Background: an optimization exercise with open tools, aiming at small area, a short achievable clock period and few clock cycles per item. Do not read the settings as production practice. At most, simulation tests tie the RTL to the original design; equivalence was not proved. No functional check of the RTL was part of runs 1 and 2. Power is estimated from default activity; no workload was simulated.

<file path="design/flow/config.mk">
export PLATFORM = sky130hd
export DESIGN_NAME = comp_mult_top
export DESIGN_NICKNAME = comp_mult_top
export VERILOG_FILES = /design/flow/design.v
export SDC_FILE = /design/flow/constraint.sdc
export NUM_CORES = 4
export LEC_CHECK = 0
export CAP_MARGIN = 20
export CORE_MARGIN = 2
export CORE_UTILIZATION = 40
export CTS_BUF_LIST = sky130_fd_sc_hd__clkbuf_8
export SETUP_SLACK_MARGIN = 4.0
export SLEW_MARGIN = 20
</file>
<file path="design/flow/constraint.sdc">
create_clock -name core_clock -period 6.5 [get_ports {clk}]
set_input_delay 1.3000 -clock core_clock [delete_from_list [all_inputs] [get_ports {clk}]]
set_output_delay 1.3000 -clock core_clock [all_outputs]
set_load 0.01 [all_outputs]
</file>
<file path="design/flow/design.v">
`timescale 1ns/1ps
package cmul_types_pkg;
    localparam int ELEM_W    = 8;    
    localparam int RES_W     = 18;   
    localparam int RES_BYTES = 3;    
    localparam int ADDR_W    = 16;   
    localparam int REG_W     = 16;   
    typedef logic signed [ELEM_W-1:0] elem_t;       
    typedef logic signed [RES_W-1:0]  res_t;        
    typedef logic [ADDR_W-1:0]        addr_t;       
    typedef logic [REG_W-1:0]         reg_t;        
    typedef logic [2:0]               byte_cnt_t;   
endpackage
`timescale 1ns/1ps
package cmul_regmap_pkg;
    typedef enum logic [2:0] {
        OFS_OP1    = 3'd0,   
        OFS_OP2    = 3'd1,   
        OFS_RES    = 3'd2,   
        OFS_NUM_OP = 3'd3,   
        OFS_START  = 3'd4,   
        OFS_STATUS = 3'd5,   
        OFS_STATE  = 3'd6    
    } reg_offset_e;
    localparam int STS_DONE_BIT = 0;
    typedef enum logic [1:0] {
        ST_IDLE   = 2'd0,
        ST_RD_OPS = 2'd1,   
        ST_WORK   = 2'd2,   
        ST_WR_RES = 2'd3    
    } ctrl_state_e;
    localparam int OP_RD_BYTES  = 4;   
    localparam int RES_WR_BYTES = 6;   
    localparam int OP_STRIDE    = 2;   
    localparam int RES_STRIDE   = 6;   
endpackage
`timescale 1ns/1ps
module comp_mult_top
#(
    parameter logic [15:0] APB_BASE = '0   
) (
    input  logic        clk,
    input  logic        rst_n,
    input  logic [15:0] paddr,
    input  logic        pwrite,
    input  logic [15:0] pwdata,
    input  logic        psel,
    output logic        pready,
    output logic [15:0] prdata,
    output logic        pslverr,
    output logic        mem_ce,
    output logic        mem_we,
    output logic [15:0] mem_addr,
    output logic [7:0]  mem_wr_data,
    input  logic [7:0]  mem_rd_data
);
    logic [15:0] ofs_full;
    logic [2:0]  ofs;
    logic        in_range;
    logic        acc_ok;
    logic        wr_en;
    logic [15:0] op1_ptr;    
    logic [15:0] op2_ptr;    
    logic [15:0] res_ptr;    
    logic [15:0] num;        
    logic        num_ok;     
    logic        busy;       
    logic        done;
    logic        rd_q;       
    assign ofs_full = paddr - APB_BASE;
    assign in_range = (ofs_full[15:3] == 13'd0);
    assign ofs      = ofs_full[2:0];
    always_comb begin
        case (ofs)
            3'd0, 3'd1, 3'd2, 3'd3, 3'd4: acc_ok = pwrite;
            3'd5:                         acc_ok = 1'b1;
            3'd6:                         acc_ok = ~pwrite;
            default:                      acc_ok = 1'b0;
        endcase
    end
    assign wr_en = psel & pwrite & in_range & acc_ok;
    logic [15:0] wdat;
    logic        w_op1, w_op2, w_res, w_num, w_start, w_clr;
    always_ff @(posedge clk) begin
        wdat    <= pwdata;
        w_op1   <= wr_en & (ofs == 3'd0);
        w_op2   <= wr_en & (ofs == 3'd1);
        w_res   <= wr_en & (ofs == 3'd2);
        w_start <= wr_en & (ofs == 3'd4) & pwdata[0];
        w_clr   <= wr_en & (ofs == 3'd5) & ~pwdata[0];
    end
    always_ff @(posedge clk or negedge rst_n) begin
        if (!rst_n)
            w_num <= 1'b0;
        else
            w_num <= wr_en & (ofs == 3'd3);
    end
    logic num_nz;
    logic go;
    assign num_nz = (num != 16'd0);
    assign go     = w_start & ~busy & num_ok & num_nz;
    assign pready = 1'b1;
    assign prdata = {15'd0, rd_q};
    always_ff @(posedge clk) begin
        rd_q <= ofs[1] ? busy : (done & ~w_clr);
    end
    logic [4:0]  jc;
    logic [9:0]  s;          
    logic        lastf;      
    logic        f0;         
    logic        fend;
    logic        fin;
    assign s[0] = ~jc[4] & ~jc[0];
    assign s[1] =  jc[0] & ~jc[1];
    assign s[2] =  jc[1] & ~jc[2];
    assign s[3] =  jc[2] & ~jc[3];
    assign s[4] =  jc[3] & ~jc[4];
    assign s[5] =  jc[4] &  jc[0];
    assign s[6] = ~jc[0] &  jc[1];
    assign s[7] = ~jc[1] &  jc[2];
    assign s[8] = ~jc[2] &  jc[3];
    assign s[9] = ~jc[3] &  jc[4];
    assign fend = lastf ? s[6] : s[9];
    assign fin  = busy & lastf & fend;
    logic       o_rd1, o_rd2, o_wr, o_ce, o_we;
    logic [5:0] wb;
    logic       rd1_n, rd2_n, wr_n;
    logic [5:0] wb_n;
    assign rd1_n = go | (busy & ~lastf & (s[0] | (s[9] & num_nz)));
    assign rd2_n = busy & ~lastf & (s[1] | s[2]);
    assign wb_n  = {6{busy}} & (lastf ? s[5:0] : ({6{~f0}} & s[8:3]));
    assign wr_n  = |wb_n;
    always_ff @(posedge clk or negedge rst_n) begin
        if (!rst_n) begin
            o_ce <= 1'b0;
            o_we <= 1'b0;
        end else begin
            o_ce <= rd1_n | rd2_n | wr_n;
            o_we <= wr_n;
        end
    end
    always_ff @(posedge clk) begin
        o_rd1 <= rd1_n;
        o_rd2 <= rd2_n;
        o_wr  <= wr_n;
        wb    <= wb_n;
    end
    assign mem_ce   = o_ce;
    assign mem_we   = o_we;
    assign mem_addr = ({16{o_rd1}} & op1_ptr) | ({16{o_rd2}} & op2_ptr) | ({16{o_wr}} & res_ptr);
    logic [15:0] addr_inc;
    logic [15:0] ptr_d;
    assign addr_inc = mem_addr + 16'd1;
    assign ptr_d    = busy ? addr_inc : wdat;
    always_ff @(posedge clk) begin
        if (w_op1 | o_rd1) op1_ptr <= ptr_d;
        if (w_op2 | o_rd2) op2_ptr <= ptr_d;
        if (w_res | o_wr)  res_ptr <= ptr_d;
        if (w_num)
            num <= wdat;
        else if (busy & ~lastf & s[3])
            num <= num - 16'd1;
    end
    always_ff @(posedge clk) begin
        if (go) begin
            jc    <= 5'd0;
            f0    <= 1'b1;
            lastf <= 1'b0;
        end else if (fend) begin
            jc    <= 5'd0;
            f0    <= 1'b0;
            lastf <= ~num_nz;
        end else begin
            jc    <= {jc[3:0], ~jc[4]};
        end
    end
    always_ff @(posedge clk or negedge rst_n) begin
        if (!rst_n) begin
            num_ok  <= 1'b0;
            busy    <= 1'b0;
            done    <= 1'b0;
            pslverr <= 1'b0;
        end else begin
            pslverr <= psel & ~(in_range & acc_ok);
            if (w_num)
                num_ok <= 1'b1;
            if (go)
                busy <= 1'b1;
            else if (fin)
                busy <= 1'b0;
            if (fin)
                done <= 1'b1;
            else if (w_clr)
                done <= 1'b0;
        end
    end
    logic signed [7:0]  opa;    
    logic signed [7:0]  opb;    
    logic signed [7:0]  opc;    
    logic signed [7:0]  opd;    
    logic signed [11:0] prod;   
    logic               p_hi;   
    logic signed [16:0] xr;     
    logic signed [16:0] yr;
    always_ff @(posedge clk) begin
        if (s[1]) opa <= mem_rd_data;
        if (s[2]) opb <= mem_rd_data;
        if (s[3]) opc <= mem_rd_data;
        if (s[4]) opd <= mem_rd_data;
    end
    logic [7:0] mcand;
    logic [1:0] bneg, bone, btwo;
    logic       acc_x, acc_y, acc_first;   
    logic       nx_d, nx_hi, nx_neg;
    logic [7:0] nx_src;
    logic [3:0] nx_nib;
    logic       nx_m1;
    logic [2:0] trip0, trip1;
    assign nx_d   = s[6] | s[7] | s[0] | s[1];
    assign nx_hi  = s[5] | s[7] | s[9] | s[1];
    assign nx_neg = s[0] | s[1];
    assign nx_src = nx_d ? opd : opc;
    assign nx_nib = nx_hi ? nx_src[7:4] : nx_src[3:0];
    assign nx_m1  = nx_hi & nx_src[3];
    assign trip0  = {nx_nib[1:0], nx_m1};
    assign trip1  = nx_nib[3:1];
    always_ff @(posedge clk) begin
        mcand     <= (s[4] | s[5] | s[0] | s[1]) ? opb : opa;
        bone[0]   <= trip0[1] ^ trip0[0];
        btwo[0]   <= (trip0[2] & ~trip0[1] & ~trip0[0]) | (~trip0[2] & trip0[1] & trip0[0]);
        bneg[0]   <= (trip0[2] & ~(trip0[1] & trip0[0])) ^ nx_neg;
        bone[1]   <= trip1[1] ^ trip1[0];
        btwo[1]   <= (trip1[2] & ~trip1[1] & ~trip1[0]) | (~trip1[2] & trip1[1] & trip1[0]);
        bneg[1]   <= (trip1[2] & ~(trip1[1] & trip1[0])) ^ nx_neg;
        p_hi      <= s[6] | s[8] | s[0] | s[2];
        acc_y     <= s[5] | s[6] | s[7] | s[8];                     
        acc_x     <= s[9] | s[0] | s[1] | s[2];                     
        acc_first <= s[5] | s[9];                                   
    end
    logic [8:0]  pm0, pm1, px0, px1;
    logic [11:0] row0, row1, row2;
    assign pm0  = bone[0] ? {mcand[7], mcand} : (btwo[0] ? {mcand, 1'b0} : 9'd0);
    assign pm1  = bone[1] ? {mcand[7], mcand} : (btwo[1] ? {mcand, 1'b0} : 9'd0);
    assign px0  = pm0 ^ {9{bneg[0]}};
    assign px1  = pm1 ^ {9{bneg[1]}};
    assign row0 = {{3{px0[8]}}, px0};
    assign row1 = {px1[8], px1, 1'b0, bneg[0]};
    assign row2 = {9'd0, bneg[1], 2'b00};
    logic signed [16:0] acc_in;
    logic signed [16:0] p_ext;
    logic signed [16:0] sum;
    assign acc_in = acc_first ? 17'sd0 : (acc_y ? yr : xr);
    assign p_ext  = p_hi ? {prod[11], prod, 4'd0} : {{5{prod[11]}}, prod};
    assign sum    = acc_in + p_ext;
    always_ff @(posedge clk) begin
        prod <= row0 + row1 + row2;
        if (acc_y) yr <= sum;
        if (acc_x) xr <= sum;
    end
    always_comb begin
        mem_wr_data = ({8{wb[0]}} & yr[7:0])
                    | ({8{wb[1]}} & yr[15:8])
                    | ({8{wb[2]}} & {6'd0, yr[16], yr[16]})
                    | ({8{wb[3]}} & xr[7:0])
                    | ({8{wb[4]}} & xr[15:8])
                    | ({8{wb[5]}} & {6'd0, xr[16], xr[16]});
    end
endmodule
</file>
<file path="design/flow/flow/run.sh">
#!/bin/bash
# standard layout, with plain buffers on the ports
set -euo pipefail
bash standard.sh BUFFER_PORTS_ARGS="-buffer_cell sky130_fd_sc_hd__buf_2" finish > standard.log 2>&1
</file>
<file path="design/flow/standard.sh">
#!/bin/bash
# synth_recipe.tcl (not shown) runs the flow's synth.tcl, then flattens the netlist and writes it again
# the make line also repeats each setting of config.mk as NAME=value (left out here)
make -C /OpenROAD-flow-scripts/flow DESIGN_CONFIG=/design/flow/config.mk WORK_HOME=/design/flow/orfs CLKGATE_MAP_FILE= SYNTH_SCRIPT=/design/flow/synth_recipe.tcl "${@:-finish}"
</file>
==> out/summary.md, run 1 <==
The run finished with no timing, DRC or antenna violations. For the pin with the worst max-slew slack, the measured transition is 0.916 ns. The type of destination of the critical path was an output port.

The worst setup path is launched from a register. The switching share of total power came out at 0.201. After detailed routing, the average wire length per cell comes to 16.6 um. TritonCTS built the clock tree. The number of primary I/O pins is 88. The run gives 0.528 mW as the total net switching power.

The fraction of layout instances using a drive strength above 1 came out at 0.363. The mapped netlist covers 9870 sq um. VDD sags by at most 0.116 mV. The critical path is of the reg -> out type. By area, the combinational part of the netlist is dominated by simple AND/OR/NAND/NOR gates. The count of nets after finishing came out at 1133. The run gives 0.551 as the sequential fraction of the synthesis area. Data arrives at the worst endpoint at 1.89 ns. Entering global routing, the biggest net connects 35 pins. Cell-internal power: 2.10 mW. The post-synthesis share of cell area spent on full adders, half adders and majority gates was 0.0528. Across the routed clock network, the largest skew measured is 0.0300 ns.

The weighted congestion at the end of routability-driven global placement was 0.850; the simple-gate share of the synthesized area was 0.118. The core footprint came out at 24200 sq um. Dividing total power by cell area gives a power density of 206 nW/um^2. Counting every sink on the clock net gives 205. Minimum clock period: 3.19 ns.

For the worst flop-to-flop path, the logic depth is 16. The tools report the number of clock buffers inserted by TritonCTS as 35. Setup repair after global routing could not meet its margin everywhere. The average footprint of a synthesized cell came out at 11.6 sq um. By count the netlist is led by sky130_fd_sc_hd__edfxtp_1, sky130_fd_sc_hd__nand2_1, sky130_fd_sc_hd__dfxtp_1. The area enclosed by the die boundary was 25900 sq um. The beginning of the worst register-to-register path was o_rd1$_DFF_P_.

The total leakage power was 5.17 nW; the clock share of power was 0.462. The endpoint identified for the worst register-to-register timing path is res_ptr[9]$_DFFE_PP_. The detailed router placed 7261 vias in this run.

Highest layer used for signal routing: met4. Sorting the synthesized cells by area gives the leading types as sky130_fd_sc_hd__edfxtp_1, sky130_fd_sc_hd__dfxtp_1, sky130_fd_sc_hd__ha_1. In this run, synthesis inferred 130 flip-flops with an integrated enable. The total overflow left after global routing is 0. The tools report the number of hold buffers added after CTS as 0.

Origin of the worst min-delay path: num_ok$_DFFE_PN0P_. Area added between synthesis and finish: 29.7%. For the via count of the first global-routing pass, the log shows 7131. The tools report the number of synthesis warnings as 1. Number of library cell types mapped by synthesis: 68. The design draws 2.63 mW. The part of the power in combinational logic is 0.013, and the violation count after the first detailed-route iteration is 523.

The most frequently used cell type in the post-synthesis netlist is sky130_fd_sc_hd__edfxtp_1. The number of vias per cell after detailed routing was 5.19. The tools report the row count as 57.

The cell depth of the worst min-delay path is 1, and the global-route wire length before repair is 36.5 mm. The effective utilization at floorplan was 0.407. The top cell type's share of synthesized area was 0.396.

The type of the worst min-delay path was reg -> reg. Setup violations remaining at the end of the flow were counted as 0. The most common flop cell mapped by yosys is sky130_fd_sc_hd__edfxtp_1.

During placement, the flow inserted port buffers numbering 71. The final hold violation count is 0. The logs give 0 for the number of antenna violations at the first check in global routing and 0.53 ns for the clock latency at the later pin of the worst-skew pair.

The count of pins over their slew limit was 0. After clock tree synthesis, the clock-pin slew on the worst setup and hold paths is 0.06 ns. The first TritonRoute pass finished after 5 iterations.

The cell type with the highest aggregate area in the netlist was sky130_fd_sc_hd__edfxtp_1. The run gives 14.3 mm as the detailed placement HPWL. The run gives 23.3 mm as the aggregate routed wire length.

The xor-xnor portion of the synthesized cell area works out to 0.0586. Across the run, the number of max-cap violations was 0. The floorplan step set the die width to 161 um. The final core area utilization was 0.528; the routed metal-1 wirelength was 10.3 mm. The tools report the detailed route wirelength on metal2 as 11.0 mm.

The compound-gate portion of the synthesized area is 0.118. Setup slack on the worst reg-to-reg path comes out at 3.35 ns. The highest achievable clock rate was 314 MHz; the count of nets left with antenna violations after detail routing was 0. The number of synthesized register bits was 205; the number of antenna cells inserted was 0. The worst hold path terminates at num_ok$_DFFE_PN0P_. In this run the number of H-tree levels came out at 2.

The largest fanout of any net on the critical path was 6. The worst relative slew slack was 0.389; the part of the total power dissipated in sequential elements was 0.526. The die boundary height came out at 161 um. The share of the cycle needed by the critical path after routing was 0.490. The required arrival time at the worst endpoint was 5.20 ns; the largest buffer count on any clock path was 3. The logs give 851 for the number of instances in the synthesized netlist and 0 ns for the setup TNS.

The share of flip-flops with an asynchronous set or reset after synthesis is 0.0341, and the final routed DRC violation total is 0. The tree is rooted in a sky130_fd_sc_hd__clkbuf_8. The multiplexer share of the synthesized area was 0.0586; the overall track demand over capacity in global routing was 0.174. After detailed routing, the met3 layer carries 1.24 mm of wire.
==> worst max path at each step <==
stage,start,to,cells after the start
after global routing,o_rd1$_DFF_P_,mem_addr[10],4
after CTS,o_rd1$_DFF_P_,mem_addr[7],3
final,o_rd1$_DFF_P_,mem_addr[10],4
after global placement,acc_y$_DFF_P_,xr[14]$_DFFE_PP_,10
after detailed placement,acc_y$_DFF_P_,xr[14]$_DFFE_PP_,10
after floorplan,acc_y$_DFF_P_,xr[14]$_DFFE_PP_,12
==> timing repair <==
action,in CTS,in global routing
hold endpoints to repair,0,0
pin swaps,50,49
endpoints found under the setup margin,81,79
gates resized for setup,86,76
setup buffers,97,28
==> layout by cell type (no fill, tap or decap), drive strengths merged, types with 39 or more instances in the layout <==
cell / netlist / final
edfxtp: 130 / 130
dfxtp: 68 / 68
nor2: 50 / 50
o21ai: 39 / 39
xnor2: 49 / 49
inv: 32 / 49
nand2: 76 / 76
clkbuf: 21 / 42
buf: 30 / 197
ha: 40 / 40
==> critical path: stages, from the launching register on <==
cell	delay, ns
sky130_fd_sc_hd__dfxtp_4	0.38
sky130_fd_sc_hd__buf_6	0.14
sky130_fd_sc_hd__a222oi_1	0.53
sky130_fd_sc_hd__inv_1	0.14
sky130_fd_sc_hd__buf_2	0.17
==> stage by stage <==
| stage | hold WS (ns) | instances | setup slack [ns] | cell area (sq um) |
|---|---|---|---|---|
| after floorplan | 0.431 | 865 | 3.51 | 10100 |
| after global placement | 0.448 | 1210 | 3.38 | 10500 |
| after detailed placement | 0.458 | 1210 | 3.31 | 10500 |
| after CTS | 0.467 | 1371 | 3.38 | 12300 |
| after global routing | 0.484 | 1399 | 3.20 | 12800 |
| final | 0.465 | 1399 | 3.31 | 12800 |
==> registers in the layout, indices dropped and copies added, names as in the netlist, 12 cells and up <==
name,count
op2_ptr,16
xr,17
op1_ptr,16
yr,17
num,16
res_ptr,16
wdat,16
prod,12
==> cell type report <==
cell class	count	area [sq um]
fillers	2085	11500
repair buffers	197	1460
flip-flops and latches	205	5490
multi-input cells	577	4550
inverters	32	125
clock buffers	42	578
well taps	324	405
clock inverters	22	183
==> logic make-up after synthesis <==
family | after synthesis
xor+xnor | 66
flops | 205
buf+inv | 83
compound gates | 163
fa+ha+maj | 41
mux | 54
other cells | 2
simple gates | 237
==> routing by layer <==
layer | up-vias | track usage
met5 | - | 0
met4 | 0 | 0.0568
met3 | 61 | 0.0354
met2 | 212 | 0.289
met1 | 3487 | 0.231
li1 | 3501 | -
==> power by group through the flow <==
stage | Clock [mW] | Combinational, mW | Sequential (mW)
floorplan | 0 | 0.0195 | 1.41
global placement | 0 | 0.0311 | 1.41
detailed placement | 0 | 0.0319 | 1.41
CTS | 1.25 | 0.0327 | 1.38
global route | 1.31 | 0.0374 | 1.38
finish | 1.22 | 0.0334 | 1.38
==> run 2, diff against run 1 <==
--- a/design/flow/config.mk
+++ b/design/flow/config.mk
@@ -11,3 +11,3 @@
 export CTS_BUF_LIST = sky130_fd_sc_hd__clkbuf_8
-export SETUP_SLACK_MARGIN = 4.0
+export SETUP_SLACK_MARGIN = 4.3
 export SLEW_MARGIN = 20
==> run 2 against run 1 <==
  * Core utilization up 2.3 points
  * Synthesized area stayed put
  * Die area did not move
  * Still clean on timing, DRC and antenna
  * Cell area up 4.4%
  * Combinational power grew 9.3%
  * Clock power down 12%
  * First-iteration DRC count increased by 1.7%
  * Critical endpoint is now mem_addr[2]
  * Critical path depth increased by 1
==> out/summary.md, run 2 <==
The run finished with no timing, DRC or antenna violations. The most frequently used cell type in the post-synthesis netlist is sky130_fd_sc_hd__edfxtp_1. The sequential fraction of the synthesis area is 0.551 (unchanged). Traced cell by cell, the critical path runs through buf_6 -> buf_6 -> a222oi_1 -> inv_1 -> buf_2. Post-placement cell area: 10600 sq um (+0.55%). Leaving out fill and tap cells, the most frequent cells in the layout are sky130_fd_sc_hd__edfxtp_1, sky130_fd_sc_hd__buf_4, sky130_fd_sc_hd__nand2_1, sky130_fd_sc_hd__buf_2, sky130_fd_sc_hd__dfxtp_1. The cell class contributing the biggest share of worst-path delay was buffers and inverters. The xor-xnor portion of the synthesized cell area was 0.0586 (unchanged); the largest buffer count on any clock path was 3 (unchanged).

The share of flip-flops with an asynchronous set or reset after synthesis works out to 0.0341 (unchanged). The die boundary height works out to 161 um (unchanged). The multiplexer share of the synthesized area is 0.0586 (unchanged), and the number of synthesis warnings is 1 (unchanged). The number of buffer cells added on primary ports came out at 71 (unchanged).

The violation count after the first detailed-route iteration was 532 (+1.7%). TritonCTS built the clock tree. The top cell type's share of synthesized area works out to 0.396 (unchanged). The clock latency at the later pin of the worst-skew pair was 0.53 ns (about the same); the number of instances in the synthesized netlist was 851 (unchanged). The fraction of layout instances using a drive strength above 1 was 0.424 (+0.0616); the area enclosed by the die boundary was 25900 sq um (unchanged). The tools report the weighted congestion at the end of routability-driven global placement as 0.887 (+4.4%). The largest fanout of any net on the critical path was 6 (unchanged); the clock tree skew after final layout was 0.0325 ns (+0.00250 ns). The final instance area is 13400 sq um (+4.4%).

Type of the setup path with the least slack: reg -> out. Setup repair after global routing could not meet its margin everywhere. The synthesized cell area was 9870 sq um (unchanged). The global-route wire length before repair was 35.7 mm (-2.0%).

The count of cells along the worst register-to-register path works out to 18 (+2). In the synthesized netlist, the cells that appear most often are sky130_fd_sc_hd__edfxtp_1, sky130_fd_sc_hd__nand2_1, sky130_fd_sc_hd__dfxtp_1. Among all flip-flop cells after synthesis, the most frequent one is sky130_fd_sc_hd__edfxtp_1. The effective utilization at floorplan is 0.407 (unchanged). Final routed DRC violation total: 0 (unchanged).

The largest registers in the layout are xr (17), yr (17). Ranked by total cell area, the synthesized netlist is headed by sky130_fd_sc_hd__edfxtp_1, sky130_fd_sc_hd__dfxtp_1, sky130_fd_sc_hd__ha_1. Among the stages of the critical path, the cell type that occurs most often is sky130_fd_sc_hd__buf_6.

The arrival time at the worst endpoint was 1.90 ns (about the same). The required arrival time at the worst endpoint is 5.20 ns (about the same). The compound-gate portion of the synthesized area was 0.118 (unchanged); the highest achievable clock rate was 312 MHz (-0.61%).

Number of library cell types mapped by synthesis: 68 (unchanged). The worst path buffer plus inverter count is 4 (+1). The largest net degree at the start of global routing was 35 (unchanged); the total number of H-tree levels was 2 (unchanged). The logs give 6956 (-2.5%) for the via count of the first global-routing pass and 24200 sq um (unchanged) for the core footprint. The total leakage power was 5.42 nW (+4.8%). The overall track demand over capacity in global routing is 0.172 (-0.00278). The tools report the number of optimization iterations in the first detailed-route pass as 5 (unchanged). The run gives 24.6 mm (+5.8%) as the aggregate routed wire length.

Beginning of the worst register-to-register path: o_rd1$_DFF_P_. STA classifies the critical path startpoint as a register. Main combinational cell family by area after synthesis: simple AND/OR/NAND/NOR gates. The number of vias per cell after detailed routing is 5.24 (+0.88%), and the post-synthesis share of cell area spent on full adders, half adders and majority gates is 0.0528 (unchanged). The tools report the worst flop-to-flop path endpoint as op1_ptr[10]$_DFFE_PP_. For the detailed placement HPWL, the log shows 14.3 mm (-0.41%). The count of nets after finishing came out at 1155 (+1.9%). The cell depth of the worst min-delay path came out at 2 (+1).

The wire length per cell was 17.3 um (+4.1%). The post-place setup slack came out at 3.37 ns (+0.0543 ns). For the setup slack of the most critical reg-to-reg path, the log shows 3.44 ns (+0.09 ns). The run gives 0.390 (+0.00116) as the worst relative slew slack. The number of antenna violations at the first check in global routing was 0 (unchanged). The detailed route wirelength on metal2 was 11.9 mm (+8.4%).

Clock transition at the registers of the reported paths: 0.06 ns (about the same). The run gives 0.453 ns (-0.0124 ns) as the final hold slack. The average footprint of a synthesized cell works out to 11.6 sq um (unchanged).

The worst setup path is captured at an output port. The sum of met3 wire segment lengths after detailed routing was 1.37 mm (+11%); the TritonCTS sink count was 205 (unchanged). The number of antenna cells inserted was 0 (unchanged). The tools report the row count as 57 (unchanged). The area added between synthesis and finish came out at 35.4%. The power density over the cells is 186 nW/um^2 (-9.5%), and the count of pins over their slew limit is 0 (unchanged). The maximum cell stage delay along the critical path was 0.41 ns (-0.12 ns). The number of primary I/O pins is 88 (unchanged), and the number of violations of the max-capacitance limit is 0 (unchanged). Width of the chip: 161 um (unchanged). The worst hold path belongs to the class reg -> reg.

The minimum clock period works out to 3.20 ns (+0.0194 ns). The count of nets left with antenna violations after detail routing was 0 (unchanged). The slew at the pin closest to its max-slew limit works out to 0.915 ns (-0.00173 ns). The cell type with the highest aggregate area in the netlist was sky130_fd_sc_hd__edfxtp_1.

After detailed routing, no signal wire sits above met4. The slowest stage of the critical path is the sky130_fd_sc_hd__a222oi_1 cell. Number of synthesized flops with an enable pin: 130 (unchanged). The tools report the number of setup violations in the final report as 0 (unchanged). The root buffer cell chosen for the clock tree is sky130_fd_sc_hd__clkbuf_8. The startpoint identified for the worst hold timing path is f0$_SDFFE_PP1P_. The worst setup slack after layout is 3.30 ns (-0.0194 ns), and the vias after detailed routing is 7445 (+2.5%). The simple-gate share of the synthesized area came out at 0.118 (unchanged).

The share of the cycle needed by the critical path after routing was 0.493 (+0.00299); the peak supply drop was 0.123 mV (+6.4%). The number of synthesized register bits is 205 (unchanged), and the routed metal-1 wirelength is 10.6 mm (+2.7%). The logs give 36 (+2.9%) for the number of clock buffers inserted by TritonCTS and 0 ns (unchanged) for the setup TNS. For the global-route congestion overflow total, the log shows 0 (unchanged). The most common library cell in the layout ignoring fill and taps is sky130_fd_sc_hd__edfxtp_1. The final hold violation count was 0 (unchanged). The sink of the worst hold path was f0$_SDFFE_PP1P_.
==> run 2: changes by cell type in the layout (fill, tap and decap cells not counted), sizes merged <==
cell and delta:
buf +21, clkinv +8, inv -1, clkbuf -4, bufinv -3, clkinvlp +2
==> run 2: logic make-up after synthesis <==
logic type,count (synthesis)
AOI/OAI and AO/OA,163
xor gates and xnor gates,66
adders and majority gates,41
buffers and inverters,83
DFF,205
muxes,54
other,2
and+or+nand+nor,237
==> run 2: final cells by class <==
| type | count | area [sq um] |
|---|---|---|
| Clock inverter | 28 | 135 |
| Sequential cell | 205 | 5500 |
| Fill cell | 2013 | 10900 |
| Inverter | 32 | 128 |
| Clock buffer | 38 | 523 |
| Tap cell | 324 | 405 |
| Timing Repair Buffer | 218 | 1670 |
| Multi-Input combinational cell | 577 | 4990 |
==> run 2: layer usage <==
| layer | up-vias | GRT usage |
|---|---|---|
| met1 | 3581 | 0.237 |
| met4 | 0 | 0.0572 |
| li1 | 3548 | - |
| met5 | - | 0 |
| met2 | 259 | 0.276 |
| met3 | 57 | 0.0298 |
==> run 2: report_power, final <==
group / internal, mW / switching [mW]
registers: 1.38 / 0.00533
clock network: 0.548 / 0.520
logic: 0.0165 / 0.0200
total: 1.94 / 0.545
==> run 2: worst reg2reg max path, cell delays in order, from the launching register on <==
cell                       delay [ns]
sky130_fd_sc_hd__dfxtp_4         0.38
sky130_fd_sc_hd__buf_6           0.14
sky130_fd_sc_hd__buf_6           0.12
sky130_fd_sc_hd__a222oi_1        0.38
sky130_fd_sc_hd__inv_1           0.10
sky130_fd_sc_hd__buf_4           0.14
sky130_fd_sc_hd__buf_4           0.12
sky130_fd_sc_hd__buf_4           0.13
sky130_fd_sc_hd__buf_6           0.10
sky130_fd_sc_hd__buf_6           0.10
sky130_fd_sc_hd__buf_6           0.10
sky130_fd_sc_hd__buf_6           0.10
sky130_fd_sc_hd__buf_6           0.10
sky130_fd_sc_hd__buf_6           0.10
sky130_fd_sc_hd__buf_6           0.11
sky130_fd_sc_hd__nand4_1         0.09
sky130_fd_sc_hd__nor3_1          0.07
sky130_fd_sc_hd__xnor2_1         0.13
sky130_fd_sc_hd__mux2_4          0.28
==> run 2: timing repair <==
action | 4_1_cts | 5_1_grt
hold buffers | 0 | 0
gates resized for setup | 128 | 116
pin swaps | 62 | 78
endpoints found under the setup margin | 118 | 109
gates cloned | 1 | 0
buffers inserted | 92 | 53
endpoints found under the hold margin | 0 | 0
==> run 2: how the worst max path moves through the flow <==
stage | from | endpoint | slack (ns) | depth (start not counted)
after floorplan | acc_y$_DFF_P_ | xr[14]$_DFFE_PP_ | 3.51 | 12
after global placement | acc_y$_DFF_P_ | xr[14]$_DFFE_PP_ | 3.37 | 10
after detailed placement | acc_y$_DFF_P_ | xr[14]$_DFFE_PP_ | 3.37 | 10
after CTS | o_rd1$_DFF_P_ | mem_addr[2] | 3.32 | 5
after global routing | o_rd1$_DFF_P_ | mem_addr[2] | 3.21 | 5
final | o_rd1$_DFF_P_ | mem_addr[2] | 3.30 | 5
==> run 2: through the flow <==
step | power, mW | instances | util
final | 2.49 | 1422 | 0.551
after global placement | 1.45 | 1210 | 0.435
after floorplan | 1.43 | 865 | -
after global routing | 2.58 | 1422 | 0.551
after CTS | 2.50 | 1369 | 0.513
after detailed placement | 1.45 | 1210 | 0.435
==> run 3, diff against run 2 <==
--- a/design/flow/design.v
+++ b/design/flow/design.v
@@ -61,5 +61,2 @@
     logic        wr_en;
-    logic [15:0] op1_ptr;    
-    logic [15:0] op2_ptr;    
-    logic [15:0] res_ptr;    
     logic [15:0] num;        
@@ -124,10 +121,9 @@
     assign fin  = busy & lastf & fend;
-    logic       o_rd1, o_rd2, o_wr, o_ce, o_we;
-    logic [5:0] wb;
-    logic       rd1_n, rd2_n, wr_n;
+    logic       o_ce, o_we;
+    logic       rd_n;
     logic [5:0] wb_n;
-    assign rd1_n = go | (busy & ~lastf & (s[0] | (s[9] & num_nz)));
-    assign rd2_n = busy & ~lastf & (s[1] | s[2]);
-    assign wb_n  = {6{busy}} & (lastf ? s[5:0] : ({6{~f0}} & s[8:3]));
-    assign wr_n  = |wb_n;
+    logic       wr_n;
+    assign rd_n = go | (busy & ~lastf & (s[0] | s[1] | s[2] | (s[9] & num_nz)));
+    assign wb_n = {6{busy}} & (lastf ? s[5:0] : ({6{~f0}} & s[8:3]));
+    assign wr_n = |wb_n;
     always_ff @(posedge clk or negedge rst_n) begin
@@ -137,3 +133,3 @@
         end else begin
-            o_ce <= rd1_n | rd2_n | wr_n;
+            o_ce <= rd_n | wr_n;
             o_we <= wr_n;
@@ -141,19 +137,23 @@
     end
-    always_ff @(posedge clk) begin
-        o_rd1 <= rd1_n;
-        o_rd2 <= rd2_n;
-        o_wr  <= wr_n;
-        wb    <= wb_n;
-    end
-    assign mem_ce   = o_ce;
-    assign mem_we   = o_we;
-    assign mem_addr = ({16{o_rd1}} & op1_ptr) | ({16{o_rd2}} & op2_ptr) | ({16{o_wr}} & res_ptr);
-    logic [15:0] addr_inc;
-    logic [15:0] ptr_d;
-    assign addr_inc = mem_addr + 16'd1;
-    assign ptr_d    = busy ? addr_inc : wdat;
-    always_ff @(posedge clk) begin
-        if (w_op1 | o_rd1) op1_ptr <= ptr_d;
-        if (w_op2 | o_rd2) op2_ptr <= ptr_d;
-        if (w_res | o_wr)  res_ptr <= ptr_d;
+    assign mem_ce = o_ce;
+    assign mem_we = o_we;
+    logic [15:0] cur_ptr, nx1_ptr, nx2_ptr;
+    logic [15:0] nxt;
+    logic        rot;
+    assign nxt = cur_ptr + {15'd0, o_ce};
+    assign rot = busy & ~lastf & (s[1] | s[3] | (s[9] & num_nz));
+    assign mem_addr = cur_ptr;
+    always_ff @(posedge clk) begin
+        if (w_op1)
+            cur_ptr <= wdat;
+        else if (busy)
+            cur_ptr <= rot ? nx1_ptr : nxt;
+        if (w_op2)
+            nx1_ptr <= wdat;
+        else if (rot)
+            nx1_ptr <= nx2_ptr;
+        if (w_res)
+            nx2_ptr <= wdat;
+        else if (rot)
+            nx2_ptr <= nxt;
         if (w_num)
@@ -259,10 +259,12 @@
     end
-    always_comb begin
-        mem_wr_data = ({8{wb[0]}} & yr[7:0])
-                    | ({8{wb[1]}} & yr[15:8])
-                    | ({8{wb[2]}} & {6'd0, yr[16], yr[16]})
-                    | ({8{wb[3]}} & xr[7:0])
-                    | ({8{wb[4]}} & xr[15:8])
-                    | ({8{wb[5]}} & {6'd0, xr[16], xr[16]});
-    end
+    logic [7:0] wd_q;
+    always_ff @(posedge clk) begin
+        wd_q <= ({8{wb_n[0]}} & yr[7:0])
+              | ({8{wb_n[1]}} & yr[15:8])
+              | ({8{wb_n[2]}} & {6'd0, yr[16], yr[16]})
+              | ({8{wb_n[3]}} & (lastf ? sum[7:0] : xr[7:0]))
+              | ({8{wb_n[4]}} & xr[15:8])
+              | ({8{wb_n[5]}} & {6'd0, xr[16], xr[16]});
+    end
+    assign mem_wr_data = wd_q;
 endmodule
==> run 3 against run 2 <==
  * Via count decreased by 2.9%
  * First-iteration DRC count decreased by 22%
  * Critical path depth increased by 5
  * Combinational power increased to 5.8 times the previous value
  * Clock skew decreased by 0.014 ns
  * Cell area decreased by 3.3%
  * Clock-buffer cell count increased by 2
  * Largest power group unchanged
  * Highest routed layer unchanged
==> out/summary.md, run 3 <==
For the final hold violation count, the log shows 0 (unchanged). The total leakage power was 4.82 nW (-11%). Cell type with the highest aggregate area in the netlist: sky130_fd_sc_hd__edfxtp_1. The synthesized cell area is 10200 sq um (+3.4%), and the arrival time at the worst endpoint is 2.90 ns (+1.00 ns).

The fraction of layout instances using a drive strength above 1 is 0.342 (-0.0824). The tools report the detailed placement HPWL as 15.2 mm (+6.0%). Count of pins over their slew limit: 0 (unchanged). Count of nets after finishing: 1132 (-2.0%). Worst setup slack after layout: 3.93 ns (+0.636 ns). For the count of nets left with antenna violations after detail routing, the log shows 0 (unchanged). The run gives 6.83 ns (+1.63 ns) as the required arrival time at the worst endpoint.

The logs give 0.406 (-0.000644) for the effective utilization at floorplan and 0 (unchanged) for the number of setup violations in the final report. The minimum clock period was 2.57 ns (-0.636 ns). Number of vias per cell after detailed routing: 5.15 (-1.6%).

The via count of the first global-routing pass is 7220 (+3.8%). The most common cell in the synthesized netlist is sky130_fd_sc_hd__edfxtp_1. The tools report the number of fill cells as 2260 (+12%). Cell class contributing the biggest share of worst-path delay: compound AO/OA/AOI/OAI gates. The number of synthesized flops with an enable pin is 130 (unchanged). Post-place setup slack: 3.53 ns (+0.161 ns).

The share of flip-flops with an asynchronous set or reset after synthesis came out at 0.0343 (+0.000167). For the weighted congestion at the end of routability-driven global placement, the log shows 0.832 (-6.1%). The top cell type's share of synthesized area is 0.383 (-0.0130), and the clock transition at the registers of the reported paths is 0.06 ns (about the same).

The number of synthesized register bits was 204 (-0.49%); the slew at the pin closest to its max-slew limit was 1.01 ns (+0.0978 ns). The tools report the number of antenna violations at the first check in global routing as 0 (unchanged). By area the synthesized netlist is led by sky130_fd_sc_hd__edfxtp_1, sky130_fd_sc_hd__dfxtp_1, sky130_fd_sc_hd__mux2_2. The kind of start point of the critical path was a register.

The die boundary height works out to 164 um (+1.6%). The run gives 35 (unchanged) as the largest net degree at the start of global routing. The logs give 72 (+5.9%) for the number of library cell types mapped by synthesis and 58 (+1.8%) for the row count.

The largest fanout of any net on the critical path works out to 6 (unchanged). The overall track demand over capacity in global routing came out at 0.177 (+0.00484). STA classifies the critical path endpoint as a register.

The area added between synthesis and finish works out to 26.7%. The largest individual stage delay along the critical path comes from the cell sky130_fd_sc_hd__dfxtp_4. The share of the cycle needed by the critical path after routing is 0.395 (-0.0978).

The number of instances in the synthesized netlist is 885 (+4.0%), and the width of the chip is 164 um (+1.6%). The largest registers in the layout are xr (17), yr (17). The power density over the cells came out at 217 nW/um^2 (+16%). Aggregate routed wire length: 23.5 mm (-4.5%). The global-route wire length before repair was 37.1 mm (+3.9%). The logs give 0.325 (-0.0652) for the worst relative slew slack and 0.515 (-0.0362) for the final core area utilization.

The wire length per cell is 16.8 um (-3.2%). For the number of violations of the max-capacitance limit, the log shows 0 (unchanged). The most common flop cell mapped by yosys is sky130_fd_sc_hd__edfxtp_1.

The tightest min-delay check is of the reg -> reg type. The logs give 11000 sq um (+3.9%) for the post-placement cell area and 0 (unchanged) for the number of antenna cells inserted. The final routed DRC violation total came out at 0 (unchanged). Largest buffer count on any clock path: 3 (unchanged).

The commonest cells after synthesis are sky130_fd_sc_hd__edfxtp_1, sky130_fd_sc_hd__nand2_1, sky130_fd_sc_hd__dfxtp_1. The maximum cell stage delay along the critical path was 0.37 ns (-0.04 ns); the area taken by flip-flops and latches was 5460 sq um (-0.73%). The tools report the peak supply drop as 0.142 mV (+15%).

The tools report the area enclosed by the die boundary as 26800 sq um (+3.3%). Vias after detailed routing: 7229 (-2.9%). For the clock latency at the later pin of the worst-skew pair, the log shows 0.53 ns (about the same). The logs give 414 (-22%) for the violation count after the first detailed-route iteration and 36 (unchanged) for the number of clock buffers inserted by TritonCTS.

The logs give 0.0182 ns (-0.0143 ns) for the clock tree skew after final layout and 0.465 ns (+0.0118 ns) for the final hold slack. The TritonCTS sink count is 204 (-0.49%). The number of buffer cells added on primary ports is 71 (unchanged). In the layout the commonest cells are sky130_fd_sc_hd__edfxtp_1, sky130_fd_sc_hd__nand2_1, sky130_fd_sc_hd__buf_2, sky130_fd_sc_hd__buf_4, sky130_fd_sc_hd__dfxtp_1. The cell at the root of the clock tree was sky130_fd_sc_hd__clkbuf_8. The critical path goes through buf_4 -> mux2i_1 -> or2_4 -> fa_2 -> nor2b_1 -> o21a_1 -> o211a_4 -> nor4_4 -> o311a_1 -> a311oi_2.

The run finished with no timing, DRC or antenna violations. TritonCTS built the clock tree. The worst path buffer plus inverter count is 1 (-3), and the number of synthesis warnings is 1 (unchanged). The number of primary I/O pins was 88 (unchanged).

By startpoint and endpoint, the worst setup path is classified as reg -> reg. The logs give 2 (unchanged) for the total number of H-tree levels and 389 MHz (+25%) for the highest achievable clock rate. The run gives 25100 sq um (+3.5%) as the core footprint. The final instance area was 12900 sq um (-3.3%); the global-route congestion overflow total was 0 (unchanged). The average footprint of a synthesized cell came out at 11.5 sq um (-0.59%). Setup repair after global routing could not meet its margin everywhere. Leaving out fill and tap cells, the most frequent cell in the layout is sky130_fd_sc_hd__edfxtp_1. The logs give 0.531 (-0.0200) for the sequential fraction of the synthesis area and 6 (+1) for the number of optimization iterations in the first detailed-route pass. The multi-input logic area was 5010 sq um (+0.40%). The run gives 0 ns (unchanged) as the setup TNS.
-- run 3: cell count changes after synthesis, sizes merged, moves of 7 or more --
cell | before | now
mux2i | 24 | 50
o21ai | 39 | 59
a22oi | 28 | 9
mux2 | 30 | 48
nand2 | 76 | 85
and2 | 1 | 9
nor3 | 26 | 18
a222oi | 15 | 8
-- run 3: timing repair --
action	in CTS	in global routing
gates cloned	5	0
endpoints found under the setup margin	118	122
hold buffers	0	0
setup buffers	57	20
pin swaps	29	31
gates resized for setup	70	50
-- run 3: power breakdown --
group,leakage [nW],switching (mW),internal [mW]
clock network,0.418,0.528,0.652
logic,2.71,0.115,0.0962
registers,1.69,0.0128,1.40
-- run 3: final timing paths --
| check | from | to | slack [ns] | depth (start not counted) |
|---|---|---|---|---|
| min in group asynchronous | rst_n | done$_DFFE_PN0P_ | 0.61 | 1 |
| worst min register to register | num_ok$_DFFE_PN0P_ | num_ok$_DFFE_PN0P_ | 0.46 | 1 |
| worst max register to register | acc_y$_DFF_P_ | yr[14]$_DFFE_PP_ | 3.93 | 10 |
| worst max-delay path | acc_y$_DFF_P_ | yr[14]$_DFFE_PP_ | 3.93 | 10 |
| max in group asynchronous | rst_n | o_we$_DFF_PN0_ | 5.70 | 1 |
| worst min-delay path | num_ok$_DFFE_PN0P_ | num_ok$_DFFE_PN0P_ | 0.46 | 1 |
-- run 3: stage by stage --
step,power (mW),std cells
after floorplan,1.56,899
after global placement,1.60,1256
after detailed placement,1.60,1256
after CTS,2.81,1383
after global routing,2.91,1403
final,2.80,1403
-- run 3: layout make-up --
| class | count | share of cell area |
|---|---|---|
| well taps | 330 | 0.0320 |
| repair buffers | 155 | 0.0928 |
| flip-flops and latches | 204 | 0.423 |
| multi-input cells | 622 | 0.388 |
| clock inverters | 25 | 0.0137 |
| inverters | 27 | 0.00813 |
| clock buffers | 40 | 0.0426 |
-- run 3: cell families (layout without fill, tap and decap cells) --
family / Yosys count / count (layout) / synth area share
adders and majority gates: 42 / 42 / 0.0523
buffers and inverters: 75 / 247 / 0.0367
AOI/OAI and AO/OA: 159 / 159 / 0.106
and+or+nand+nor: 241 / 243 / 0.116
muxes: 98 / 98 / 0.102
other: 2 / 16 / 0.000736
xor gates and xnor gates: 64 / 64 / 0.0550
DFF: 204 / 204 / 0.531
-- run 3: per-layer routing --
metal  part of all wire  track usage  up-vias
met5                  0            0        -
met4              0.023       0.0634        0
met3              0.051       0.0368       44
met2               0.48        0.289      179
met1               0.45        0.231     3452
li1                   -            -     3554
Testbench counts of run 3, summed over its fixed seeds: cycles 22,748, items 2,070.
==> run 4, diff against run 3 <==
--- a/design/flow/config.mk
+++ b/design/flow/config.mk
@@ -11,3 +11,3 @@
 export CTS_BUF_LIST = sky130_fd_sc_hd__clkbuf_8
-export SETUP_SLACK_MARGIN = 4.3
+export SETUP_SLACK_MARGIN = 4.0
 export SLEW_MARGIN = 20
==> run 4 against run 3 <==
  * Combinational power decreased by 12%
  * Worst setup slack improved by 0.0095 ns
  * Via count decreased by 2.9%
  * Fmax increased by 0.37%
  * Flip-flop and latch count unchanged
  * Clock-buffer cell count increased by 3
  * First-iteration DRC count decreased by 11%
  * Global-route usage decreased by 0.87 points
  * Critical path depth unchanged
  * Clock skew increased by 0.021 ns
  * Routed wire length decreased by 2.9%
==> out/summary.md, run 4 <==
Maximum cell stage delay along the critical path: 0.38 ns (about the same). The fraction of layout instances using a drive strength above 1 was 0.287 (-0.0552); the power density over the cells was 226 nW/um^2 (+4.4%). Global-route congestion overflow total: 0 (unchanged).

The area growth from synthesis to layout is 20.1%. The share of flip-flops with an asynchronous set or reset after synthesis was 0.0343 (unchanged); the final routed DRC violation total was 0 (unchanged). The final core area utilization was 0.488 (-0.0266). The cell depth of the worst min-delay path works out to 1 (unchanged). The tightest min-delay check is of the reg -> reg type. The highest achievable clock rate was 391 MHz (+0.37%).

The row count came out at 58 (unchanged). The sequential fraction of the synthesis area is 0.531 (unchanged). By instance count, the leading cell after synthesis is sky130_fd_sc_hd__edfxtp_1. The final hold violation count is 0 (unchanged). The worst register-to-register path ends at xr[14]$_DFFE_PP_. The library cell used most frequently in the layout, excluding fill and tap cells, is sky130_fd_sc_hd__edfxtp_1.

The detailed placement HPWL is 15.4 mm (+1.6%), and the vias after detailed routing is 7016 (-2.9%). Clock tree synthesis selected as its root buffer the cell sky130_fd_sc_hd__clkbuf_8. Minimum clock period: 2.56 ns (-0.00951 ns).

The run gives 0.168 (-0.00871) as the overall track demand over capacity in global routing. The number of antenna cells inserted came out at 0 (unchanged). The worst relative slew slack came out at 0.372 (+0.0465). The final instance area is 12300 sq um (-5.2%), and the number of buffer cells added on primary ports is 71 (unchanged). The number of primary I/O pins is 88 (unchanged). The peak supply drop is 0.181 mV (+28%), and the final total power is 2.77 mW (-1.0%). The instance count on the critical path works out to 10 (unchanged). The die boundary height is 164 um (unchanged), and the wire length per cell is 16.7 um (-0.48%). For the clock tree skew after final layout, the log shows 0.0391 ns (+0.0209 ns).

The worst path buffer plus inverter count works out to 1 (unchanged). The signal on the critical path passes through buf_6 -> mux2i_1 -> or2_4 -> fa_2 -> nor2b_1 -> o21a_1 -> o211a_4 -> nor4_4 -> o311a_1 -> a311oi_2. For the clock latency at the later pin of the worst-skew pair, the log shows 0.55 ns (+0.02 ns). The kind of start point of the critical path was a register.

The logs give 0 (unchanged) for the count of pins over their slew limit and 1369 (-2.4%) for the non-filler instance count after layout. The aggregate routed wire length is 22.8 mm (-2.9%). The run gives 0.812 (-2.4%) as the weighted congestion at the end of routability-driven global placement. TritonCTS built the clock tree. The count of nets after finishing was 1096 (-3.2%).

Number of clock buffers inserted by TritonCTS: 37 (+2.8%). The tools report the largest buffer count on any clock path as 3 (unchanged). On the critical path the largest part of the delay comes from compound AO/OA/AOI/OAI gates. Type of destination of the critical path: a register. For the total leakage power, the log shows 4.57 nW (-5.2%). The tools report the worst setup path endpoint as xr[14]$_DFFE_PP_. The synthesized cell area is 10200 sq um (unchanged), and the number of synthesized flops with an enable pin is 130 (unchanged).

In the layout the commonest cells are sky130_fd_sc_hd__edfxtp_1, sky130_fd_sc_hd__nand2_1, sky130_fd_sc_hd__buf_2, sky130_fd_sc_hd__dfxtp_1, sky130_fd_sc_hd__nor2_1. The number of violations of the max-capacitance limit is 0 (unchanged). The number of optimization iterations in the first detailed-route pass is 5 (-1). Number of antenna violations at the first check in global routing: 0 (unchanged). The top cell type's share of synthesized area works out to 0.383 (unchanged). The total number of H-tree levels is 2 (unchanged). For the number of setup violations in the final report, the log shows 0 (unchanged). The TritonCTS sink count was 204 (unchanged). By area the synthesized netlist is led by sky130_fd_sc_hd__edfxtp_1, sky130_fd_sc_hd__dfxtp_1, sky130_fd_sc_hd__mux2_2. The first element of the critical path was acc_y$_DFF_P_.

The effective utilization at floorplan came out at 0.406 (unchanged). The number of library cell types mapped by synthesis is 72 (unchanged). Count of nets left with antenna violations after detail routing: 0 (unchanged). Largest fanout of any net on the critical path: 7 (+1). The arrival time at the worst endpoint is 2.87 ns (-0.03 ns), and the core footprint is 25100 sq um (unchanged). The tools report the cell count after placement as 1256 (unchanged). The global-route wire length before repair was 35.4 mm (-4.7%). The critical path is of the reg -> reg type.

The share of the cycle needed by the critical path after routing was 0.394 (-0.00146). The average footprint of a synthesized cell was 11.5 sq um (unchanged). The setup TNS came out at 0 ns (unchanged). The required arrival time at the worst endpoint is 6.81 ns (-0.02 ns). The synthesized design spends more area on one cell type than any other, namely sky130_fd_sc_hd__edfxtp_1. The slowest stage of the critical path belongs to the cell sky130_fd_sc_hd__dfxtp_4. The via count of the first global-routing pass came out at 6877 (-4.8%). The most common flop cell mapped by yosys was sky130_fd_sc_hd__edfxtp_1. The clock transition at the registers of the reported paths was 0.06 ns (about the same); the width of the chip was 164 um (unchanged).

Number of synthesized register bits: 204 (unchanged). For the post-place setup slack, the log shows 3.50 ns (-0.0283 ns). Largest net degree at the start of global routing: 35 (unchanged). The logs give 10800 sq um (-1.1%) for the post-placement cell area and 0.471 ns (+0.00599 ns) for the final hold slack.

Setup repair after global routing could not meet its margin everywhere. The count of cells along the worst register-to-register path was 10 (unchanged). The run finished with no timing, DRC or antenna violations. By count the netlist is led by sky130_fd_sc_hd__edfxtp_1, sky130_fd_sc_hd__nand2_1, sky130_fd_sc_hd__dfxtp_1.

The setup slack of the most critical reg-to-reg path was 3.94 ns (about the same); the slew at the pin closest to its max-slew limit was 0.941 ns (-0.0711 ns). The worst setup slack after layout came out at 3.94 ns (+0.00951 ns). Number of vias per cell after detailed routing: 5.12 (-0.54%). For the number of synthesis warnings, the log shows 1 (unchanged). The tools report the violation count after the first detailed-route iteration as 370 (-11%). In the final layout, the registers with the most flip-flops are xr (17), yr (17).

The number of instances in the synthesized netlist came out at 885 (unchanged). The run gives 26800 sq um (unchanged) as the area enclosed by the die boundary. The startpoint identified for the worst register-to-register timing path is acc_y$_DFF_P_.
## run 4: kinds of logic (layout without fill, tap and decap cells)
logic type	Yosys count	after routing	share of synthesized area
AO/OA/AOI/OAI	159	159	0.106
XOR/XNOR	64	64	0.0550
adder cells (fa/ha/maj)	42	42	0.0523
buffers and inverters	75	215	0.0367
flip-flops	204	204	0.531
multiplexers	98	98	0.102
other	2	16	0.000736
AND/OR/NAND/NOR	241	241	0.116
## run 4: report_power, final
| part | internal, mW | switching (mW) |
|---|---|---|
| clock | 0.647 | 0.530 |
| combinational | 0.0781 | 0.107 |
| sequential | 1.40 | 0.0131 |
| total | 2.12 | 0.649 |
## run 4: layout make-up
cell class                 count  area [sq um]
tap                          330           413
clock inverter                25           143
inverter                      27           101
clock buffer                  43           592
sequential                   204          5450
multi-input combinational    620          4770
fill                        2327         12900
timing repair buffer         120           783
## run 4: worst min-delay path by stage
stage / from / endpoint
2_1_floorplan: num_ok$_DFFE_PN0P_ / num_ok$_DFFE_PN0P_
6_report: opa[5]$_DFFE_PN_ / mcand[5]$_DFF_P_
5_1_grt: opa[3]$_DFFE_PN_ / mcand[3]$_DFF_P_
3_5_place_dp: num_ok$_DFFE_PN0P_ / num_ok$_DFFE_PN0P_
3_3_place_gp: opa[2]$_DFFE_PN_ / mcand[2]$_DFF_P_
4_1_cts: num_ok$_DFFE_PN0P_ / num_ok$_DFFE_PN0P_
## run 4: timing repair
item | 4_1_cts | 5_1_grt
pin swaps | 18 | 36
hold endpoints to repair | 0 | 0
buffers inserted | 26 | 17
endpoints found under the setup margin | 85 | 74
hold buffers | 0 | 0
resized for setup | 45 | 32
gates cloned | 0 | 2
## run 4: layer usage
metal | up-vias | wire length, um | part of all wire | track usage
met5 | - | 0 | 0 | 0
met4 | 0 | 478 | 0.021 | 0.0530
met3 | 35 | 1120 | 0.049 | 0.0353
met2 | 154 | 11300 | 0.50 | 0.288
met1 | 3340 | 9890 | 0.43 | 0.211
li1 | 3487 | - | - | -
==> run 5, diff against run 4 <==
--- a/design/flow/config.mk
+++ b/design/flow/config.mk
@@ -11,2 +11,4 @@
 export CTS_BUF_LIST = sky130_fd_sc_hd__clkbuf_8
+export CTS_CLUSTER_DIAMETER = 100
+export CTS_CLUSTER_SIZE = 14
 export SETUP_SLACK_MARGIN = 4.0
==> run 5 against run 4 <==
  * Register-to-register slack worse by 0.03 ns
  * Fmax down 1.2%
  * Synthesized cell count unchanged
  * Clock-buffer cell count down 25
  * Largest power group unchanged
==> out/summary.md, run 5 <==
The wire length per cell was 17.1 um (+2.8%); the clock latency at the later pin of the worst-skew pair was 0.55 ns (about the same). The die boundary height was 164 um (unchanged); the number of setup violations in the final report was 0 (unchanged). The largest fanout of any net on the critical path was 5 (-2). For this run, the leading register cell type out of synthesis is sky130_fd_sc_hd__edfxtp_1.

Yosys instantiated no cell more often than sky130_fd_sc_hd__edfxtp_1. The met1 track demand over resource in global routing was 0.218 (+0.00623). The share of flip-flops with an asynchronous set or reset after synthesis is 0.0343 (unchanged). Core footprint: 25100 sq um (unchanged). Area enclosed by the die boundary: 26800 sq um (unchanged).

Setup repair after global routing could not meet its margin everywhere. The cell with the biggest individual delay on the critical path is sky130_fd_sc_hd__dfxtp_4. Peak supply drop: 0.167 mV (-7.8%). The run finished with no timing, DRC or antenna violations. For the number of instances in the synthesized netlist, the log shows 885 (unchanged). The largest registers in the layout are xr (17), yr (17).

The worst path buffer plus inverter count is 0 (-1). By area the synthesized netlist is led by sky130_fd_sc_hd__edfxtp_1, sky130_fd_sc_hd__dfxtp_1, sky130_fd_sc_hd__mux2_2. The power density over the cells is 193 nW/um^2 (-15%). Final hold slack: 0.466 ns (-0.00500 ns).

The busiest layer in global routing was met2. The TritonCTS sink count is 204 (unchanged), and the number of clock buffers inserted by TritonCTS is 18 (-51%). The setup TNS was 0 ns (unchanged). Final core area utilization: 0.472 (-0.0161). The library cell used most frequently in the layout, excluding fill and tap cells, is sky130_fd_sc_hd__edfxtp_1. The detailed placement HPWL came out at 15.4 mm (unchanged).

The number of antenna violations at the first check in global routing is 0 (unchanged). The run gives 1 (-1) as the total number of H-tree levels. The vias after detailed routing came out at 6914 (-1.5%). Global-route congestion overflow total: 0 (unchanged). The final routed DRC violation total is 0 (unchanged), and the fraction of layout instances using a drive strength above 1 is 0.266 (-0.0211). TritonCTS built the clock tree.

The number of synthesized flops with an enable pin was 130 (unchanged); the largest net degree at the start of global routing was 35 (unchanged). The slew at the pin closest to its max-slew limit works out to 0.935 ns (-0.00676 ns). The number of buffer cells added on primary ports is 71 (unchanged), and the effective utilization at floorplan is 0.406 (unchanged). For the final hold violation count, the log shows 0 (unchanged).

The maximum cell stage delay along the critical path is 0.39 ns (about the same). In the synthesized netlist, the cells that appear most often are sky130_fd_sc_hd__edfxtp_1, sky130_fd_sc_hd__nand2_1, sky130_fd_sc_hd__dfxtp_1. The run gives 1 (unchanged) as the number of synthesis warnings.

The count of pins over their slew limit was 0 (unchanged). The total leakage power is 4.34 nW (-5.1%). The worst relative slew slack is 0.376 (+0.00451), and the width of the chip is 164 um (unchanged).

The number of library cell types mapped by synthesis came out at 72 (unchanged). The worst setup path is of the reg -> reg kind. Number of vias per cell after detailed routing: 5.18 (+1.1%). The run gives 8 (+3) as the number of optimization iterations in the first detailed-route pass. The run gives 6.81 ns (about the same) as the required arrival time at the worst endpoint. The minimum clock period is 2.59 ns (+0.0306 ns), and the post-place setup slack is 3.50 ns (unchanged). The largest buffer count on any clock path is 3 (unchanged).

For the overall track demand over capacity in global routing, the log shows 0.168 (+0.000345). The run gives 2.29 mW (-17%) as the final total power. The global-route wire length before repair is 35.6 mm (+0.57%), and the violation count after the first detailed-route iteration is 377 (+1.9%). The via count of the first global-routing pass came out at 6807 (-1.0%).

The logs give 0 (unchanged) for the count of nets left with antenna violations after detail routing and 10200 sq um (unchanged) for the synthesized cell area. The cell class contributing the biggest share of worst-path delay is compound AO/OA/AOI/OAI gates. The worst setup path is launched from a register. The clock transition at the registers of the reported paths was 0.11 ns (+0.05 ns); the setup slack of the most critical reg-to-reg path was 3.91 ns (-0.03 ns). The tree is rooted in a sky130_fd_sc_hd__clkbuf_8.

The run gives 0.0599 ns (+0.0208 ns) as the clock tree skew after final layout. The global-route met3 utilization was 0.0251 (-0.0102); the number of hold buffers added after CTS was 0 (unchanged). The logs give 22.9 mm (+0.20%) for the aggregate routed wire length and 1079 (-1.6%) for the count of nets after finishing.

The average footprint of a synthesized cell is 11.5 sq um (unchanged), and the met2 layer usage reported by global route is 0.295 (+0.00745). The top cell types in the final layout, fill and taps aside, are sky130_fd_sc_hd__edfxtp_1, sky130_fd_sc_hd__nand2_1, sky130_fd_sc_hd__buf_2, sky130_fd_sc_hd__dfxtp_1, sky130_fd_sc_hd__mux2i_1. The top cell type's share of synthesized area works out to 0.383 (unchanged).

Weighted congestion at the end of routability-driven global placement: 0.812 (unchanged). The number of synthesized register bits works out to 204 (unchanged). Sequential fraction of the synthesis area: 0.531 (unchanged).

The share of the cycle needed by the critical path after routing came out at 0.398 (+0.00471). The tools report the number of violations of the max-capacitance limit as 0 (unchanged). The tools report the number of antenna cells inserted as 0 (unchanged). The run gives 58 (unchanged) as the row count.

Highest achievable clock rate: 386 MHz (-1.2%). The arrival time at the worst endpoint was 2.90 ns (+0.03 ns); the worst setup slack after layout was 3.91 ns (-0.0306 ns). The synthesized design spends more area on one cell type than any other, namely sky130_fd_sc_hd__edfxtp_1.

The type of the worst min-delay path is reg -> reg. The critical path goes through mux2i_1 -> or2_2 -> fa_2 -> nor2b_1 -> o21a_1 -> o211a_4 -> nor4_4 -> o311a_1 -> a311oi_2. STA classifies the critical path endpoint as a register. The area added between synthesis and finish works out to 16.2%. Number of primary I/O pins: 88 (unchanged).
-- run 5: worst paths after layout --
check | startpoint | to | depth (start not counted)
worst max-delay path | acc_y$_DFF_P_ | xr[14]$_DFFE_PP_ | 9
worst min-delay path | opb[7]$_DFFE_PP_ | mcand[7]$_DFF_P_ | 1
worst max register to register | acc_y$_DFF_P_ | xr[14]$_DFFE_PP_ | 9
worst min register to register | opb[7]$_DFFE_PP_ | mcand[7]$_DFF_P_ | 1
max in group asynchronous | rst_n | num_ok$_DFFE_PN0P_ | 1
min in group asynchronous | rst_n | pslverr$_DFF_PN0_ | 1
-- run 5: per-stage QoR --
stage	cells	instance area (sq um)
after global routing	1335	11800
after floorplan	899	10400
after detailed placement	1256	10800
final	1335	11800
after global placement	1256	10800
after CTS	1314	11600
-- run 5: cell families after synthesis --
group,synth area share
buffers and inverters,0.0367
adder cells (fa/ha/maj),0.0523
other,0.000736
XOR/XNOR,0.0550
AO/OA/AOI/OAI,0.106
multiplexers,0.102
flip-flops,0.531
AND/OR/NAND/NOR,0.116
-- run 5: what timing repair did --
item                       4_1_cts  5_1_grt
cloned                           0        2
gates resized for setup         47       24
buffers inserted                26       19
setup endpoints to repair       89       72
pin swaps                       14       22
-- run 5: layout make-up --
cell class	instances	area, sq um
Clock buffer	18	248
Clock inverter	14	61.3
Fill cell	2352	13300
Inverter	27	101
Multi-Input combinational cell	620	4780
Sequential cell	204	5450
Tap cell	330	413
Timing Repair Buffer	122	796
-- run 5: metal layers --
| metal | vias to the layer above | share of wire | wire [um] |
|---|---|---|---|
| li1 | 3427 | - | - |
| met5 | - | 0 | 0 |
| met2 | 144 | 0.51 | 11600 |
| met3 | 26 | 0.046 | 1050 |
| met1 | 3317 | 0.43 | 9910 |
| met4 | 0 | 0.016 | 357 |
-- run 5: report_power, final --
group	internal (mW)	switching [mW]
combinational	0.0762	0.109
sequential	1.39	0.0131
clock	0.264	0.432
total	1.73	0.554
==> run 6, diff against run 5 <==
--- a/design/flow/config.mk
+++ b/design/flow/config.mk
@@ -10,6 +10,6 @@
 export CORE_UTILIZATION = 40
-export CTS_BUF_LIST = sky130_fd_sc_hd__clkbuf_8
-export CTS_CLUSTER_DIAMETER = 100
-export CTS_CLUSTER_SIZE = 14
-export SETUP_SLACK_MARGIN = 4.0
+export CTS_BUF_LIST = sky130_fd_sc_hd__clkbuf_16
+export CTS_CLUSTER_DIAMETER = 150
+export CTS_CLUSTER_SIZE = 24
+export SETUP_SLACK_MARGIN = 3.85
 export SLEW_MARGIN = 20
==> run 6 against run 5 <==
  * Fmax down 3.1%
  * Via count down 3.0%
  * Largest power group unchanged
  * Largest cell class unchanged
  * Still clean on timing, DRC and antenna
  * Critical path depth is 1 higher
  * Critical path type unchanged
==> out/summary.md, run 6 <==
In this run the top signal layer used is met4. The share of the cycle needed by the critical path after routing was 0.411 (+0.0129); the synthesized cell area was 10200 sq um (unchanged). The logs give 0 (unchanged) for the global-route congestion overflow total and 10.9 mm (-5.8%) for the detailed route wirelength on metal2. The detailed placement HPWL is 15.3 mm (-0.43%).

The number of vias per cell after detailed routing is 5.20 (+0.39%). The clock transition at the registers of the reported paths is 0.10 ns (about the same), and the final total power is 2.36 mW (+3.4%). The cell class contributing the biggest share of worst-path delay is compound AO/OA/AOI/OAI gates.

The library cell used most frequently in the layout, excluding fill and tap cells, is sky130_fd_sc_hd__edfxtp_1. The final core area utilization was 0.458 (-0.0141). The total leakage power was 4.16 nW (-4.2%). The flow ran to the end and the layout has no timing, DRC or antenna violations. Sorting the synthesized cells by area gives the leading types as sky130_fd_sc_hd__edfxtp_1, sky130_fd_sc_hd__dfxtp_1, sky130_fd_sc_hd__mux2_2. The logs give 0 (unchanged) for the number of hold buffers added after CTS and 1256 (unchanged) for the cell count after placement. The power density over the cells was 206 nW/um^2 (+6.5%). Sorting the synthesized cells by how often they occur yields sky130_fd_sc_hd__edfxtp_1, sky130_fd_sc_hd__nand2_1, sky130_fd_sc_hd__dfxtp_1.

The routed metal-1 wirelength was 9.90 mm (about the same). Number of antenna cells inserted: 0 (unchanged). The tools report the effective utilization at floorplan as 0.406 (unchanged). The fraction of layout instances using a drive strength above 1 was 0.214 (-0.0521). The sum of met3 wire segment lengths after detailed routing was 874 um (-17%).

The maximum cell stage delay along the critical path came out at 0.39 ns (about the same). Cell with the biggest individual delay on the critical path: sky130_fd_sc_hd__dfxtp_4. The largest buffer count on any clock path was 3 (unchanged); the clock latency at the later pin of the worst-skew pair was 0.47 ns (-0.08 ns).

The count of nets left with antenna violations after detail routing was 0 (unchanged); the peak supply drop was 0.139 mV (-17%). The final instance area is 11500 sq um (-3.0%), and the area added between synthesis and finish is 12.7%. The count of pins over their slew limit is 0 (unchanged), and the required arrival time at the worst endpoint is 6.77 ns (-0.04 ns). The overall track demand over capacity in global routing was 0.162 (-0.00600); the number of synthesized register bits was 204 (unchanged).

The core footprint came out at 25100 sq um (unchanged). Cell type with the highest aggregate area in the netlist: sky130_fd_sc_hd__edfxtp_1. The final hold violation count was 0 (unchanged).

The critical path is of the reg -> reg type. The path class of the tightest hold or removal check is reg -> reg. The number of buffer cells added on primary ports is 71 (unchanged). The sequential fraction of the synthesis area came out at 0.531 (unchanged).

The logs give 22.0 mm (-3.9%) for the aggregate routed wire length and 0.339 (-0.0369) for the worst relative slew slack. The tools report the number of optimization iterations in the first detailed-route pass as 5 (-3). Kind of start point of the critical path: a register.

The run gives 34.5 mm (-3.1%) as the global-route wire length before repair. The number of synthesized flops with an enable pin is 130 (unchanged), and the worst setup slack after layout is 3.83 ns (-0.0839 ns). The logs give 204 (unchanged) for the TritonCTS sink count and 6538 (-4.0%) for the via count of the first global-routing pass.

For the arrival time at the worst endpoint, the log shows 2.95 ns (+0.05 ns). The post-place setup slack is 3.47 ns (-0.0302 ns), and the clock tree skew after final layout is 0.0262 ns (-0.0337 ns). The number of clock buffers inserted by TritonCTS was 12 (-6); the final routed DRC violation total was 0 (unchanged).

The number of antenna violations at the first check in global routing was 1 (+1); the largest fanout of any net on the critical path was 6 (+1). The tools report the post-placement cell area as 10800 sq um (-0.23%). The wire length per cell was 17.0 um (-0.60%). The most common flop cell mapped by yosys was sky130_fd_sc_hd__edfxtp_1. Setup repair after global routing could not meet its margin everywhere.

TritonCTS built the clock tree. The worst path buffer plus inverter count was 1 (+1). The average footprint of a synthesized cell was 11.5 sq um (unchanged); the share of flip-flops with an asynchronous set or reset after synthesis was 0.0343 (unchanged). For the vias after detailed routing, the log shows 6707 (-3.0%).

Type of destination of the critical path: a register. The final hold slack was 0.468 ns (+0.00242 ns); the weighted congestion at the end of routability-driven global placement was 0.819 (+0.78%).
-- run 6: cell count changes in the layout (fill, tap and decap cells not counted), moves of 3 or more --
cell and change:
sky130_fd_sc_hd__inv_1 -6, sky130_fd_sc_hd__a21oi_1 +6, sky130_fd_sc_hd__buf_4 -31, sky130_fd_sc_hd__ha_1 +4
sky130_fd_sc_hd__a22oi_1 +3, sky130_fd_sc_hd__nor3_1 +3, sky130_fd_sc_hd__clkbuf_16 +12, sky130_fd_sc_hd__nor3_2 -3
sky130_fd_sc_hd__a22oi_2 -3, sky130_fd_sc_hd__clkbuf_8 -18, sky130_fd_sc_hd__a21oi_2 -6
-- run 6: cells by family (layout without fill, tap and decap cells) --
| family | after synthesis | count (layout) | share of synthesized area |
|---|---|---|---|
| adders and majority gates | 42 | 42 | 0.0523 |
| and+or+nand+nor | 241 | 241 | 0.116 |
| buffers and inverters | 75 | 136 | 0.0367 |
| muxes | 98 | 98 | 0.102 |
| DFF | 204 | 204 | 0.531 |
| AOI/OAI and AO/OA | 159 | 159 | 0.106 |
| other | 2 | 16 | 0.000736 |
| xor gates and xnor gates | 64 | 64 | 0.0550 |
-- run 6: layout make-up --
type                    instances  area, sq um
clock inverters                 7         38.8
fillers                      2325        13600
multi-input cells             620         4660
well taps                     330          413
repair buffers                 89          503
inverters                      27          101
flip-flops and latches        204         5450
clock buffers                  13          325
-- run 6: path summary, 6_finish.rpt --
path	from	endpoint	slack, ns	depth (start not counted)
worst max-delay path	acc_y$_DFF_P_	xr[14]$_DFFE_PP_	3.83	10
worst min-delay path	opb[7]$_DFFE_PP_	mcand[7]$_DFF_P_	0.47	1
max in group asynchronous	rst_n	busy$_DFFE_PN0P_	5.68	1
min in group asynchronous	rst_n	pslverr$_DFF_PN0_	0.65	1
worst max register to register	acc_y$_DFF_P_	xr[14]$_DFFE_PP_	3.83	10
worst min register to register	opb[7]$_DFFE_PP_	mcand[7]$_DFF_P_	0.47	1
-- run 6: routing by layer --
| metal | vias up | track usage |
|---|---|---|
| met4 | 0 | 0.0391 |
| li1 | 3346 | - |
| met1 | 3233 | 0.211 |
| met3 | 24 | 0.0239 |
| met2 | 104 | 0.284 |
| met5 | - | 0 |
-- run 6: power by group --
part / total, mW / switching [mW] / internal [mW]
clock network: 0.788 / 0.420 / 0.368
registers: 1.41 / 0.0125 / 1.39
logic: 0.170 / 0.0982 / 0.0721
total: 2.36 / 0.531 / 1.83
-- run 6: timing repair --
action,CTS,global route
hold endpoints to repair,0,0
setup buffers,9,5
cloned,0,0
endpoints found under the setup margin,65,56
pin swaps,2,15
resized for setup,25,27
